From an optimization exercise on the open Yosys and OpenROAD flow, aimed at small area, a short achievable clock period and few clock cycles per item; shortcuts taken in it are not production practice.
In this exercise RTL edits were held to simulation tests only and were not proved equivalent to the original.
Power is estimated from default activity; no workload was simulated.

==> v22 <==
==> flow/design.v <==
package teq_pkg;
  localparam int QUEUE_DEPTH = 16;
  localparam int MAX_POPS    = 16;
  localparam int IDX_W       = $clog2(QUEUE_DEPTH);
  localparam int CNT_W       = $clog2(QUEUE_DEPTH + 1);
  typedef logic [IDX_W-1:0] idx_t;
  typedef logic [CNT_W-1:0] cnt_t;
  typedef logic [2:0]  func_t;
  typedef logic [2:0]  status_t;
  typedef logic [31:0] qtime_t;
  typedef logic [31:0] seq_t;
  typedef logic [15:0] tag_t;
  typedef logic [4:0]  removed_t;
  localparam func_t FN_POST       = 3'd0;
  localparam func_t FN_CANCEL_ID  = 3'd1;
  localparam func_t FN_CANCEL_OBJ = 3'd2;
  localparam func_t FN_QUERY      = 3'd3;
  localparam func_t FN_ADVANCE    = 3'd4;
  localparam func_t FN_EXEC       = 3'd5;
  localparam status_t ST_OK         = 3'd0;
  localparam status_t ST_FULL       = 3'd1;
  localparam status_t ST_NOT_FOUND  = 3'd2;
  localparam status_t ST_PAST       = 3'd3;
  localparam status_t ST_NONE_READY = 3'd4;
  localparam int ENTRY_W     = 32 + 32 + 32 + 16 + 16 + 1;
  typedef struct packed {
    qtime_t due;
    qtime_t start;
    seq_t   seq;
    tag_t   object;
    tag_t   payload;
    logic   ready;
  } entry_t;
endpackage
module teq_mem (
  input  logic              clk,
  input  logic              we,
  input  teq_pkg::idx_t     waddr,
  input  teq_pkg::entry_t   wdata,
  input  logic              re,
  input  teq_pkg::idx_t     raddr,
  output teq_pkg::entry_t   rdata
);
  logic [teq_pkg::ENTRY_W-1:0] mem [0:teq_pkg::QUEUE_DEPTH-1];
  always_ff @(posedge clk) begin
    if (we) begin
      mem[waddr] <= wdata;
    end
    if (re) begin
      rdata <= mem[raddr];
    end
  end
endmodule
module timed_event_queue (
  input  logic                clk,
  input  logic                rst,
  input  logic                cmd_valid,
  output logic                cmd_ready,
  input  teq_pkg::func_t      cmd_func,
  input  teq_pkg::qtime_t     cmd_time_value,
  input  teq_pkg::seq_t       cmd_event_id,
  input  teq_pkg::tag_t       cmd_object_id,
  input  teq_pkg::tag_t       cmd_payload_handle,
  output logic                rsp_valid,
  input  logic                rsp_ready,
  output teq_pkg::status_t    rsp_status,
  output teq_pkg::seq_t       rsp_result_id,
  output logic                rsp_pending,
  output teq_pkg::qtime_t     rsp_time_left,
  output teq_pkg::qtime_t     rsp_duration,
  output teq_pkg::qtime_t     rsp_elapsed,
  output teq_pkg::tag_t       rsp_out_object,
  output teq_pkg::tag_t       rsp_out_payload,
  output teq_pkg::removed_t   rsp_removed_count,
  output logic                rsp_last
);
  localparam int N = teq_pkg::QUEUE_DEPTH;
  logic              s_valid;
  teq_pkg::func_t    s_func;
  logic [31:0]       s_a;       
  teq_pkg::tag_t     s_obj;
  teq_pkg::tag_t     s_pay;
  logic              c_valid;
  teq_pkg::func_t    c_func;
  logic [31:0]       c_a;       
  teq_pkg::tag_t     c_obj;
  teq_pkg::tag_t     c_pay;
  logic [31:0]       e_due   [N];
  logic [31:0]       e_start [N];
  logic [31:0]       e_seq   [N];
  logic [15:0]       e_obj   [N];
  logic [15:0]       e_pay   [N];
  logic [N-1:0]      e_v;
  logic [N-1:0]      e_rdy;
  logic [N-1:0]      ord [N];
  logic [31:0]       cur_time;
  logic [31:0]       next_seq;
  logic              r_valid;
  teq_pkg::status_t  r_status;
  logic [N-1:0]      r_sel_id;    
  logic [N-1:0]      r_sel_q;     
  logic              r_pop;
  logic [4:0]        r_removed;
  logic              r_last;
  logic              o_valid;
  teq_pkg::status_t  o_status;
  logic [31:0]       o_result_id;
  logic              o_pending;
  logic [31:0]       o_time_left;
  logic [31:0]       o_duration;
  logic [31:0]       o_elapsed;
  logic [15:0]       o_object;
  logic [15:0]       o_payload;
  logic [4:0]        o_removed;
  logic              o_last;
  logic is_post, is_cid, is_cobj, is_query, is_adv, is_exec;
  assign is_post  = (c_func == teq_pkg::FN_POST);
  assign is_cid   = (c_func == teq_pkg::FN_CANCEL_ID);
  assign is_cobj  = (c_func == teq_pkg::FN_CANCEL_OBJ);
  assign is_query = (c_func == teq_pkg::FN_QUERY);
  assign is_adv   = (c_func == teq_pkg::FN_ADVANCE);
  assign is_exec  = (c_func == teq_pkg::FN_EXEC);
  logic [N-1:0] bef [N];
  always_comb begin
    for (int i = 0; i < N; i++) begin
      for (int j = 0; j < N; j++) begin
        if (i < j)      bef[i][j] = ord[i][j];
        else if (i > j) bef[i][j] = !ord[j][i];
        else            bef[i][j] = 1'b1;
      end
    end
  end
  logic [N-1:0] le;         
  logic [N-1:0] hit_id;
  logic [N-1:0] hit_obj;
  logic [N-1:0] first_id;
  logic [N-1:0] front;
  logic [N-1:0] free1;      
  logic [N-1:0] rv;
  logic         full;
  logic         past;
  logic         any_ready;
  logic         two_ready;
  logic         found;
  logic [4:0]   n_obj;
  assign past = (c_a < cur_time);
  assign full = &e_v;
  assign rv   = e_v & e_rdy;
  always_comb begin
    for (int i = 0; i < N; i++) begin
      le[i]      = (e_due[i] <= c_a);
      hit_id[i]  = e_v[i] && (e_seq[i] == c_a);
      hit_obj[i] = e_v[i] && (e_obj[i] == c_obj);
    end
    for (int i = 0; i < N; i++) begin
      first_id[i] = hit_id[i];
      front[i]    = e_v[i];
      for (int j = 0; j < N; j++) begin
        if (hit_id[j] && !bef[i][j]) first_id[i] = 1'b0;
        if (e_v[j]    && !bef[i][j]) front[i]    = 1'b0;
      end
    end
    free1 = '0;
    for (int i = N - 1; i >= 0; i--) begin
      if (!e_v[i]) free1 = N'(1) << i;
    end
    n_obj = '0;
    for (int i = 0; i < N; i++) n_obj = n_obj + 5'(hit_obj[i]);
  end
  assign found = |hit_id;
  always_comb begin
    any_ready = 1'b0;
    two_ready = 1'b0;
    for (int i = 0; i < N; i++) begin
      two_ready = two_ready || (any_ready && rv[i]);
      any_ready = any_ready || rv[i];
    end
  end
  logic        o_free;
  logic        r_move;
  logic        fire;
  logic        more;
  logic        c_take;
  logic        src_valid;
  logic        do_post;
  logic        adv_ok;
  logic [31:0] time_nx;
  teq_pkg::func_t src_func;
  logic [31:0] src_a;
  logic [32:0] due_sum;
  assign o_free    = !o_valid || rsp_ready;
  assign r_move    = r_valid && o_free;
  assign fire      = c_valid && (!r_valid || o_free);
  assign more      = is_exec && two_ready;
  assign c_take    = !c_valid || (fire && !more);
  assign cmd_ready = !s_valid;
  assign src_valid = s_valid || cmd_valid;
  assign src_func  = s_valid ? s_func : cmd_func;
  assign src_a     = s_valid ? s_a
                   : (((cmd_func == teq_pkg::FN_CANCEL_ID) || (cmd_func == teq_pkg::FN_QUERY))
                      ? cmd_event_id : cmd_time_value);
  assign do_post   = fire && is_post && !full;
  assign adv_ok    = fire && is_adv && !past;
  assign time_nx   = adv_ok ? c_a : cur_time;
  assign due_sum   = {1'b0, time_nx} + {1'b0, src_a};
  always_ff @(posedge clk) begin
    if (cmd_valid && !s_valid) begin
      s_func <= cmd_func;
      s_a    <= src_a;
      s_obj  <= cmd_object_id;
      s_pay  <= cmd_payload_handle;
    end
    if (c_take && src_valid) begin
      c_func <= src_func;
      if (src_func == teq_pkg::FN_POST) c_a <= due_sum[32] ? 32'hFFFF_FFFF : due_sum[31:0];
      else                              c_a <= src_a;
      c_obj  <= s_valid ? s_obj : cmd_object_id;
      c_pay  <= s_valid ? s_pay : cmd_payload_handle;
    end
    if (fire) begin
      r_status  <= teq_pkg::ST_OK;
      r_sel_id  <= '0;
      r_sel_q   <= '0;
      r_pop     <= 1'b0;
      r_removed <= '0;
      r_last    <= 1'b1;
      unique case (c_func)
        teq_pkg::FN_POST: begin
          if (full) r_status <= teq_pkg::ST_FULL;
          else      r_sel_id <= free1;
        end
        teq_pkg::FN_CANCEL_ID: begin
          if (found) r_removed <= 5'd1;
          else       r_status  <= teq_pkg::ST_NOT_FOUND;
        end
        teq_pkg::FN_CANCEL_OBJ: begin
          r_removed <= n_obj;
          if (n_obj == '0) r_status <= teq_pkg::ST_NOT_FOUND;
        end
        teq_pkg::FN_QUERY: begin
          if (found) r_sel_q  <= first_id;
          else       r_status <= teq_pkg::ST_NOT_FOUND;
        end
        teq_pkg::FN_ADVANCE: begin
          if (past) r_status <= teq_pkg::ST_PAST;
        end
        teq_pkg::FN_EXEC: begin
          if (any_ready) begin
            r_sel_id <= front;
            r_pop    <= 1'b1;
            r_last   <= !two_ready;
          end else begin
            r_status <= teq_pkg::ST_NONE_READY;
          end
        end
        default: ;
      endcase
    end
    if (r_move) begin
      o_status    <= r_status;
      o_result_id <= m_seq;
      o_pending   <= r_qry;
      o_time_left <= (m_due > cur_time) ? m_due - cur_time : '0;
      o_duration  <= m_due - m_start;
      o_elapsed   <= r_qry ? cur_time - m_start : '0;
      o_object    <= r_pop ? m_obj : '0;
      o_payload   <= r_pop ? m_pay : '0;
      o_removed   <= r_removed;
      o_last      <= r_last;
    end
    for (int i = 0; i < N; i++) begin
      if (do_post && free1[i]) begin
        e_due[i]   <= c_a;
        e_start[i] <= cur_time;
        e_seq[i]   <= next_seq;
        e_obj[i]   <= c_obj;
        e_pay[i]   <= c_pay;
      end
    end
    for (int i = 0; i < N; i++) begin
      for (int j = i + 1; j < N; j++) begin
        if (do_post && free1[j]) ord[i][j] <= le[i];
        else if (do_post && free1[i]) ord[i][j] <= !le[j];
      end
    end
    if (adv_ok) e_rdy <= e_rdy | le;
    else if (do_post) e_rdy <= e_rdy & ~free1;
    if (rst) begin
      s_valid  <= 1'b0;
      c_valid  <= 1'b0;
      r_valid  <= 1'b0;
      o_valid  <= 1'b0;
      e_v      <= '0;
      cur_time <= '0;
      next_seq <= 32'd1;
    end else begin
      if (c_take) s_valid <= 1'b0;
      else if (cmd_valid) s_valid <= 1'b1;
      if (c_take) c_valid <= src_valid;
      if (fire) r_valid <= 1'b1;
      else if (r_move) r_valid <= 1'b0;
      if (r_move) o_valid <= 1'b1;
      else if (rsp_ready) o_valid <= 1'b0;
      cur_time <= time_nx;
      if (fire) begin
        unique case (c_func)
          teq_pkg::FN_POST: begin
            if (!full) begin
              e_v      <= e_v | free1;
              next_seq <= (next_seq == 32'hFFFF_FFFF) ? 32'd1 : next_seq + 32'd1;
            end
          end
          teq_pkg::FN_CANCEL_ID:  e_v <= e_v & ~first_id;
          teq_pkg::FN_CANCEL_OBJ: e_v <= e_v & ~hit_obj;
          teq_pkg::FN_EXEC:       if (any_ready) e_v <= e_v & ~front;
          default: ;
        endcase
      end
    end
  end
  logic [31:0] m_seq, m_due, m_start;
  logic [15:0] m_obj, m_pay;
  logic        r_qry;
  always_comb begin
    m_seq   = '0;
    m_obj   = '0;
    m_pay   = '0;
    m_due   = '0;
    m_start = '0;
    for (int i = 0; i < N; i++) begin
      m_seq   = m_seq   | (e_seq[i]   & {32{r_sel_id[i]}});
      m_obj   = m_obj   | (e_obj[i]   & {16{r_sel_id[i]}});
      m_pay   = m_pay   | (e_pay[i]   & {16{r_sel_id[i]}});
      m_due   = m_due   | (e_due[i]   & {32{r_sel_q[i]}});
      m_start = m_start | (e_start[i] & {32{r_sel_q[i]}});
    end
  end
  assign r_qry = |r_sel_q;
  assign rsp_valid         = o_valid;
  assign rsp_status        = o_status;
  assign rsp_result_id     = o_result_id;
  assign rsp_pending       = o_pending;
  assign rsp_time_left     = o_time_left;
  assign rsp_duration      = o_duration;
  assign rsp_elapsed       = o_elapsed;
  assign rsp_out_object    = o_object;
  assign rsp_out_payload   = o_payload;
  assign rsp_removed_count = o_removed;
  assign rsp_last          = o_last;
endmodule
==> flow/run.sh <==
#!/bin/bash
# synth_recipe.tcl (not shown) runs the flow's synth.tcl, then flattens the netlist and writes it again
# the make line also repeats each setting of config.mk as NAME=value (left out here)
make -C /OpenROAD-flow-scripts/flow DESIGN_CONFIG=/design/flow/config.mk WORK_HOME=/design/flow/orfs CLKGATE_MAP_FILE= SYNTH_SCRIPT=/design/flow/synth_recipe.tcl finish
==> flow/config.mk <==
export PLATFORM = sky130hd
export DESIGN_NAME = timed_event_queue
export DESIGN_NICKNAME = timed_event_queue
export VERILOG_FILES = /design/flow/design.v
export SDC_FILE = /design/flow/constraint.sdc
export NUM_CORES = 4
export LEC_CHECK = 0
export CAP_MARGIN = 20
export CORE_MARGIN = 2
export CORE_UTILIZATION = 40
export SLEW_MARGIN = 20
==> flow/constraint.sdc <==
create_clock -name core_clock -period 8.0 [get_ports {clk}]
set_input_delay 1.6000 -clock core_clock [delete_from_list [all_inputs] [get_ports {clk}]]
set_output_delay 1.6000 -clock core_clock [all_outputs]
set_load 0.01 [all_outputs]
==> v28: changes against v22 <==
==> flow/design.v, changed modules only <==
module timed_event_queue (
  input  logic                clk,
  input  logic                rst,
  input  logic                cmd_valid,
  output logic                cmd_ready,
  input  teq_pkg::func_t      cmd_func,
  input  teq_pkg::qtime_t     cmd_time_value,
  input  teq_pkg::seq_t       cmd_event_id,
  input  teq_pkg::tag_t       cmd_object_id,
  input  teq_pkg::tag_t       cmd_payload_handle,
  output logic                rsp_valid,
  input  logic                rsp_ready,
  output teq_pkg::status_t    rsp_status,
  output teq_pkg::seq_t       rsp_result_id,
  output logic                rsp_pending,
  output teq_pkg::qtime_t     rsp_time_left,
  output teq_pkg::qtime_t     rsp_duration,
  output teq_pkg::qtime_t     rsp_elapsed,
  output teq_pkg::tag_t       rsp_out_object,
  output teq_pkg::tag_t       rsp_out_payload,
  output teq_pkg::removed_t   rsp_removed_count,
  output logic                rsp_last
);
  localparam int N = teq_pkg::QUEUE_DEPTH;
  logic              c_valid;
  teq_pkg::func_t    c_func;
  logic [31:0]       c_a;       
  teq_pkg::tag_t     c_obj;
  teq_pkg::tag_t     c_pay;
  logic [31:0]       e_due   [N];
  logic [31:0]       e_start [N];
  logic [31:0]       e_seq   [N];
  logic [15:0]       e_obj   [N];
  logic [15:0]       e_pay   [N];
  logic [N-1:0]      e_v;
  logic [N-1:0]      e_rdy;
  logic [N-1:0]      ord [N];
  logic [31:0]       cur_time;
  logic [31:0]       next_seq;
  logic              r_valid;
  teq_pkg::status_t  r_status;
  logic [N-1:0]      r_sel_id;    
  logic [N-1:0]      r_sel_q;     
  logic              r_pop;
  logic [4:0]        r_removed;
  logic              r_last;
  logic is_post, is_cid, is_cobj, is_query, is_adv, is_exec;
  assign is_post  = (c_func == teq_pkg::FN_POST);
  assign is_cid   = (c_func == teq_pkg::FN_CANCEL_ID);
  assign is_cobj  = (c_func == teq_pkg::FN_CANCEL_OBJ);
  assign is_query = (c_func == teq_pkg::FN_QUERY);
  assign is_adv   = (c_func == teq_pkg::FN_ADVANCE);
  assign is_exec  = (c_func == teq_pkg::FN_EXEC);
  logic [N-1:0] bef [N];
  always_comb begin
    for (int i = 0; i < N; i++) begin
      for (int j = 0; j < N; j++) begin
        if (i < j)      bef[i][j] = ord[i][j];
        else if (i > j) bef[i][j] = !ord[j][i];
        else            bef[i][j] = 1'b1;
      end
    end
  end
  logic [32:0]  due_sum;
  logic [31:0]  due_new;
  logic [32:0]  cmp_x;
  logic [N-1:0] le;         
  logic [N-1:0] hit_id;
  logic [N-1:0] hit_obj;
  logic [N-1:0] first_id;
  logic [N-1:0] front;
  logic [N-1:0] free1;      
  logic [N-1:0] rv;
  logic         full;
  logic         past;
  logic         pop_ok;
  logic         two_ready;
  logic         found;
  logic [4:0]   n_obj;
  assign due_sum = {1'b0, cur_time} + {1'b0, c_a};
  assign due_new = due_sum[32] ? 32'hFFFF_FFFF : due_sum[31:0];
  assign cmp_x   = is_post ? due_sum : {1'b0, c_a};
  assign past    = (c_a < cur_time);
  assign full    = &e_v;
  assign rv      = e_v & e_rdy;
  always_comb begin
    for (int i = 0; i < N; i++) begin
      le[i]      = ({1'b0, e_due[i]} <= cmp_x);
      hit_id[i]  = e_v[i] && (e_seq[i] == c_a);
      hit_obj[i] = e_v[i] && (e_obj[i] == c_obj);
    end
    for (int i = 0; i < N; i++) begin
      first_id[i] = hit_id[i];
      front[i]    = e_v[i];
      for (int j = 0; j < N; j++) begin
        if (hit_id[j] && !bef[i][j]) first_id[i] = 1'b0;
        if (e_v[j]    && !bef[i][j]) front[i]    = 1'b0;
      end
    end
    free1 = '0;
    for (int i = N - 1; i >= 0; i--) begin
      if (!e_v[i]) free1 = N'(1) << i;
    end
    n_obj = '0;
    for (int i = 0; i < N; i++) n_obj = n_obj + 5'(hit_obj[i]);
  end
  assign found  = |hit_id;
  assign pop_ok = |(front & e_rdy);
  always_comb begin
    logic any;
    any       = 1'b0;
    two_ready = 1'b0;
    for (int i = 0; i < N; i++) begin
      two_ready = two_ready || (any && rv[i]);
      any       = any || rv[i];
    end
  end
  logic out_free;
  logic fire;
  logic more;
  logic c_done;
  logic accept;
  logic do_post;
  assign out_free  = !r_valid || rsp_ready;
  assign fire      = c_valid && out_free;
  assign more      = is_exec && pop_ok && two_ready;
  assign c_done    = fire && !more;
  assign cmd_ready = !c_valid || c_done;
  assign accept    = cmd_valid && cmd_ready;
  assign do_post   = fire && is_post && !full;
  always_ff @(posedge clk) begin
    if (accept) begin
      c_func <= cmd_func;
      c_a    <= ((cmd_func == teq_pkg::FN_CANCEL_ID) || (cmd_func == teq_pkg::FN_QUERY))
                ? cmd_event_id : cmd_time_value;
      c_obj  <= cmd_object_id;
      c_pay  <= cmd_payload_handle;
    end
    if (fire) begin
      r_status  <= teq_pkg::ST_OK;
      r_sel_id  <= '0;
      r_sel_q   <= '0;
      r_pop     <= 1'b0;
      r_removed <= '0;
      r_last    <= 1'b1;
      unique case (c_func)
        teq_pkg::FN_POST: begin
          if (full) r_status <= teq_pkg::ST_FULL;
          else      r_sel_id <= free1;
        end
        teq_pkg::FN_CANCEL_ID: begin
          if (found) r_removed <= 5'd1;
          else       r_status  <= teq_pkg::ST_NOT_FOUND;
        end
        teq_pkg::FN_CANCEL_OBJ: begin
          r_removed <= n_obj;
          if (n_obj == '0) r_status <= teq_pkg::ST_NOT_FOUND;
        end
        teq_pkg::FN_QUERY: begin
          if (found) r_sel_q  <= first_id;
          else       r_status <= teq_pkg::ST_NOT_FOUND;
        end
        teq_pkg::FN_ADVANCE: begin
          if (past) r_status <= teq_pkg::ST_PAST;
        end
        teq_pkg::FN_EXEC: begin
          if (pop_ok) begin
            r_sel_id <= front;
            r_pop    <= 1'b1;
            r_last   <= !two_ready;
          end else begin
            r_status <= teq_pkg::ST_NONE_READY;
          end
        end
        default: ;
      endcase
    end
    for (int i = 0; i < N; i++) begin
      if (do_post && free1[i]) begin
        e_due[i]   <= due_new;
        e_start[i] <= cur_time;
        e_seq[i]   <= next_seq;
        e_obj[i]   <= c_obj;
        e_pay[i]   <= c_pay;
      end
    end
    for (int i = 0; i < N; i++) begin
      for (int j = i + 1; j < N; j++) begin
        if (do_post && free1[j]) ord[i][j] <= le[i];
        else if (do_post && free1[i]) ord[i][j] <= !le[j];
      end
    end
    if (fire && is_adv && !past) e_rdy <= e_rdy | le;
    else if (do_post) e_rdy <= e_rdy & ~free1;
    if (rst) begin
      c_valid  <= 1'b0;
      r_valid  <= 1'b0;
      e_v      <= '0;
      cur_time <= '0;
      next_seq <= 32'd1;
    end else begin
      if (accept) c_valid <= 1'b1;
      else if (c_done) c_valid <= 1'b0;
      if (fire) r_valid <= 1'b1;
      else if (rsp_ready) r_valid <= 1'b0;
      if (fire) begin
        unique case (c_func)
          teq_pkg::FN_POST: begin
            if (!full) begin
              e_v      <= e_v | free1;
              next_seq <= (next_seq == 32'hFFFF_FFFF) ? 32'd1 : next_seq + 32'd1;
            end
          end
          teq_pkg::FN_CANCEL_ID:  e_v <= e_v & ~first_id;
          teq_pkg::FN_CANCEL_OBJ: e_v <= e_v & ~hit_obj;
          teq_pkg::FN_ADVANCE:    if (!past) cur_time <= c_a;
          teq_pkg::FN_EXEC:       if (pop_ok) e_v <= e_v & ~front;
          default: ;
        endcase
      end
    end
  end
  logic [31:0] m_seq, m_due, m_start;
  logic [15:0] m_obj, m_pay;
  logic        r_qry;
  always_comb begin
    m_seq   = '0;
    m_obj   = '0;
    m_pay   = '0;
    m_due   = '0;
    m_start = '0;
    for (int i = 0; i < N; i++) begin
      m_seq   = m_seq   | (e_seq[i]   & {32{r_sel_id[i]}});
      m_obj   = m_obj   | (e_obj[i]   & {16{r_sel_id[i]}});
      m_pay   = m_pay   | (e_pay[i]   & {16{r_sel_id[i]}});
      m_due   = m_due   | (e_due[i]   & {32{r_sel_q[i]}});
      m_start = m_start | (e_start[i] & {32{r_sel_q[i]}});
    end
  end
  assign r_qry = |r_sel_q;
  assign rsp_valid         = r_valid;
  assign rsp_status        = r_status;
  assign rsp_result_id     = m_seq;
  assign rsp_pending       = r_qry;
  assign rsp_time_left     = (m_due > cur_time) ? m_due - cur_time : '0;
  assign rsp_duration      = m_due - m_start;
  assign rsp_elapsed       = r_qry ? cur_time - m_start : '0;
  assign rsp_out_object    = r_pop ? m_obj : '0;
  assign rsp_out_payload   = r_pop ? m_pay : '0;
  assign rsp_removed_count = r_removed;
  assign rsp_last          = r_last;
endmodule
==> v29: changes against v22 <==
--- a/flow/design.v
+++ b/flow/design.v
@@ -102,3 +102,5 @@
   logic              r_pop;
-  logic [4:0]        r_removed;
+  logic              r_qry;       
+  logic              r_cobj;      
+  logic              r_cid;       
   logic              r_last;
@@ -115,2 +117,31 @@
   logic              o_last;
+  function automatic logic [32:0] add_pp(logic [31:0] a, logic [31:0] b, logic cin);
+    logic [31:0] g, p, gg, pp;
+    g  = a & b;
+    p  = a ^ b;
+    gg = g;
+    pp = p;
+    gg[0] = g[0] | (p[0] & cin);
+    for (int l = 0; l < 5; l++) begin
+      for (int i = 0; i < 32; i++) begin
+        if ((i >> l) & 1) begin
+          gg[i] = gg[i] | (pp[i] & gg[((i >> l) << l) - 1]);
+          pp[i] = pp[i] & pp[((i >> l) << l) - 1];
+        end
+      end
+    end
+    add_pp = {gg[31], p ^ {gg[30:0], cin}};
+  endfunction
+  function automatic logic le_pp(logic [31:0] a, logic [31:0] b);
+    logic [31:0] gt, lt;
+    gt = a & ~b;
+    lt = b & ~a;
+    for (int w = 1; w < 32; w = w * 2) begin
+      for (int k = 0; k < 32; k = k + 2 * w) begin
+        gt[k] = gt[k + w] | (!lt[k + w] & gt[k]);
+        lt[k] = lt[k + w] | (!gt[k + w] & lt[k]);
+      end
+    end
+    le_pp = !gt[0];
+  endfunction
   logic is_post, is_cid, is_cobj, is_query, is_adv, is_exec;
@@ -144,4 +175,3 @@
   logic         found;
-  logic [4:0]   n_obj;
-  assign past = (c_a < cur_time);
+  assign past = !le_pp(cur_time, c_a);
   assign full = &e_v;
@@ -150,3 +180,3 @@
     for (int i = 0; i < N; i++) begin
-      le[i]      = (e_due[i] <= c_a);
+      le[i]      = le_pp(e_due[i], c_a);
       hit_id[i]  = e_v[i] && (e_seq[i] == c_a);
@@ -166,4 +196,2 @@
     end
-    n_obj = '0;
-    for (int i = 0; i < N; i++) n_obj = n_obj + 5'(hit_obj[i]);
   end
@@ -190,2 +218,6 @@
   logic [32:0] due_sum;
+  logic [32:0] sum_cur;
+  logic [31:0] src_tv;
+  logic [32:0] sum_adv;
+  logic        base_adv;
   assign o_free    = !o_valid || rsp_ready;
@@ -204,3 +236,7 @@
   assign time_nx   = adv_ok ? c_a : cur_time;
-  assign due_sum   = {1'b0, time_nx} + {1'b0, src_a};
+  assign src_tv    = s_valid ? s_a : cmd_time_value;
+  assign sum_cur   = add_pp(cur_time, src_tv, 1'b0);
+  assign sum_adv   = add_pp(c_a, src_tv, 1'b0);
+  assign base_adv  = c_valid && is_adv && !past;
+  assign due_sum   = base_adv ? sum_adv : sum_cur;
   always_ff @(posedge clk) begin
@@ -224,3 +260,5 @@
       r_pop     <= 1'b0;
-      r_removed <= '0;
+      r_qry     <= 1'b0;
+      r_cobj    <= 1'b0;
+      r_cid     <= 1'b0;
       r_last    <= 1'b1;
@@ -232,12 +270,17 @@
         teq_pkg::FN_CANCEL_ID: begin
-          if (found) r_removed <= 5'd1;
-          else       r_status  <= teq_pkg::ST_NOT_FOUND;
+          if (found) r_cid    <= 1'b1;
+          else       r_status <= teq_pkg::ST_NOT_FOUND;
         end
         teq_pkg::FN_CANCEL_OBJ: begin
-          r_removed <= n_obj;
-          if (n_obj == '0) r_status <= teq_pkg::ST_NOT_FOUND;
+          r_sel_q <= hit_obj;
+          r_cobj  <= 1'b1;
+          if (hit_obj == '0) r_status <= teq_pkg::ST_NOT_FOUND;
         end
         teq_pkg::FN_QUERY: begin
-          if (found) r_sel_q  <= first_id;
-          else       r_status <= teq_pkg::ST_NOT_FOUND;
+          if (found) begin
+            r_sel_q <= first_id;
+            r_qry   <= 1'b1;
+          end else begin
+            r_status <= teq_pkg::ST_NOT_FOUND;
+          end
         end
@@ -262,8 +305,8 @@
       o_pending   <= r_qry;
-      o_time_left <= (m_due > cur_time) ? m_due - cur_time : '0;
-      o_duration  <= m_due - m_start;
-      o_elapsed   <= r_qry ? cur_time - m_start : '0;
+      o_time_left <= (r_qry && !d_left[32]) ? d_left[31:0] : '0;
+      o_duration  <= r_qry ? d_dur[31:0] : '0;
+      o_elapsed   <= r_qry ? d_elap[31:0] : '0;
       o_object    <= r_pop ? m_obj : '0;
       o_payload   <= r_pop ? m_pay : '0;
-      o_removed   <= r_removed;
+      o_removed   <= r_cobj ? n_rem : {4'd0, r_cid};
       o_last      <= r_last;
@@ -322,3 +365,6 @@
   logic [15:0] m_obj, m_pay;
-  logic        r_qry;
+  logic [32:0] d_left;    
+  logic [32:0] d_dur;
+  logic [32:0] d_elap;
+  logic [4:0]  n_rem;
   always_comb begin
@@ -337,3 +383,11 @@
   end
-  assign r_qry = |r_sel_q;
+  logic [32:0] s_left;
+  assign s_left = add_pp(m_due, ~cur_time, 1'b1);
+  assign d_left = {!s_left[32], s_left[31:0]};
+  assign d_dur  = add_pp(m_due, ~m_start, 1'b1);
+  assign d_elap = add_pp(cur_time, ~m_start, 1'b1);
+  always_comb begin
+    n_rem = '0;
+    for (int i = 0; i < N; i++) n_rem = n_rem + 5'(r_sel_q[i]);
+  end
   assign rsp_valid         = o_valid;
Settings changed: SETUP_SLACK_MARGIN from default to 4.0.
==> summary.txt <==
v22 completed without violations. v28 completed and failed the layout checks on negative setup slack. v29 passed the timing, DRC and antenna checks. Between v29 and v28, the lower clock power is in v28 (gap about 10%, measured against v28). Sequential share of layout area: v28 is higher than v29 (0.57 points). Against v29, the worst setup slack of v22 is worse by 3.2 ns. First-iteration DRC count: v29 is higher than v28 (about 25%). The lowest clock skew belongs to v22, the highest to v28.
==> figures <==
| item | v28 | v29 | v22 |
|---|---|---|---|
| Outcome | complete, but fails checks | no timing/DRC/antenna violations | no timing/DRC/antenna violations |
| Reasons for failing layout checks | negative setup slack | - | - |
| Clock network fraction of total power | 0.437 | 0.433 | 0.443 |
| Area used by multi-input combinational logic | 44300 µm² | 47100 µm² | 44900 µm² |
| Worst Tran Pin Value | 1.33 ns | 1.28 ns | 1.27 ns |
| Comb. pwr | 2530 µW | 2940 µW | 2510 µW |
| Detailed route wirelength on metal2 | 247 mm | 242 mm | 255 mm |
| Area share of xor/xnor cells in the synthesized design | 0.0679 | 0.0616 | 0.0637 |
| Required time of the worst setup path | 6.40 ns | 8.65 ns | 8.65 ns |
| DR pass1 iterations | 8 | 7 | 6 |
| Cell count after placement | 13.0k | 13.9k | 13.5k |
| Mux contribution to synthesized area | 0.00598 | 0.00502 | 0.00853 |
Testbench counts of v22, summed over its fixed seeds: cycles 3,817, commands 3,200.
Testbench counts of v28, summed over its fixed seeds: cycles 3,809, commands 3,200.
Testbench counts of v29, summed over its fixed seeds: cycles 3,817, commands 3,200.

[afterwards: timing with drivers on the ports]
The results above use ideal ports. As a check the final layouts listed here were re-extracted and re-timed, cells and wires unchanged.
Step 1: set_driving_cell puts a clkbuf_16 on clk and a buf_2 on each other input, an assumption about the parent block.
Step 2 moves the port delays by t, midway between the first and last clock arrival at a register: inputs arrive t later, outputs are due t later. That takes back most of the time a late clock gives input paths.
a / b / c = no drivers / after step 1 / after step 2; a / b = the first two.
run | shift t [ns] | setup WS [ns] | worst data-port slew with drivers (ns)
v22 | 1.040 | 0.297 / 0.297 / 0.175 | 0.07
v28 | 0.994 | -0.072 / -0.172 / 0.449 | 0.05
v29 | 1.026 | 3.470 / 3.470 / 3.075 | 0.07
The setup slack of v29, which loses most, moves by 0.000 ns with the drivers and by -0.395 ns with both steps.
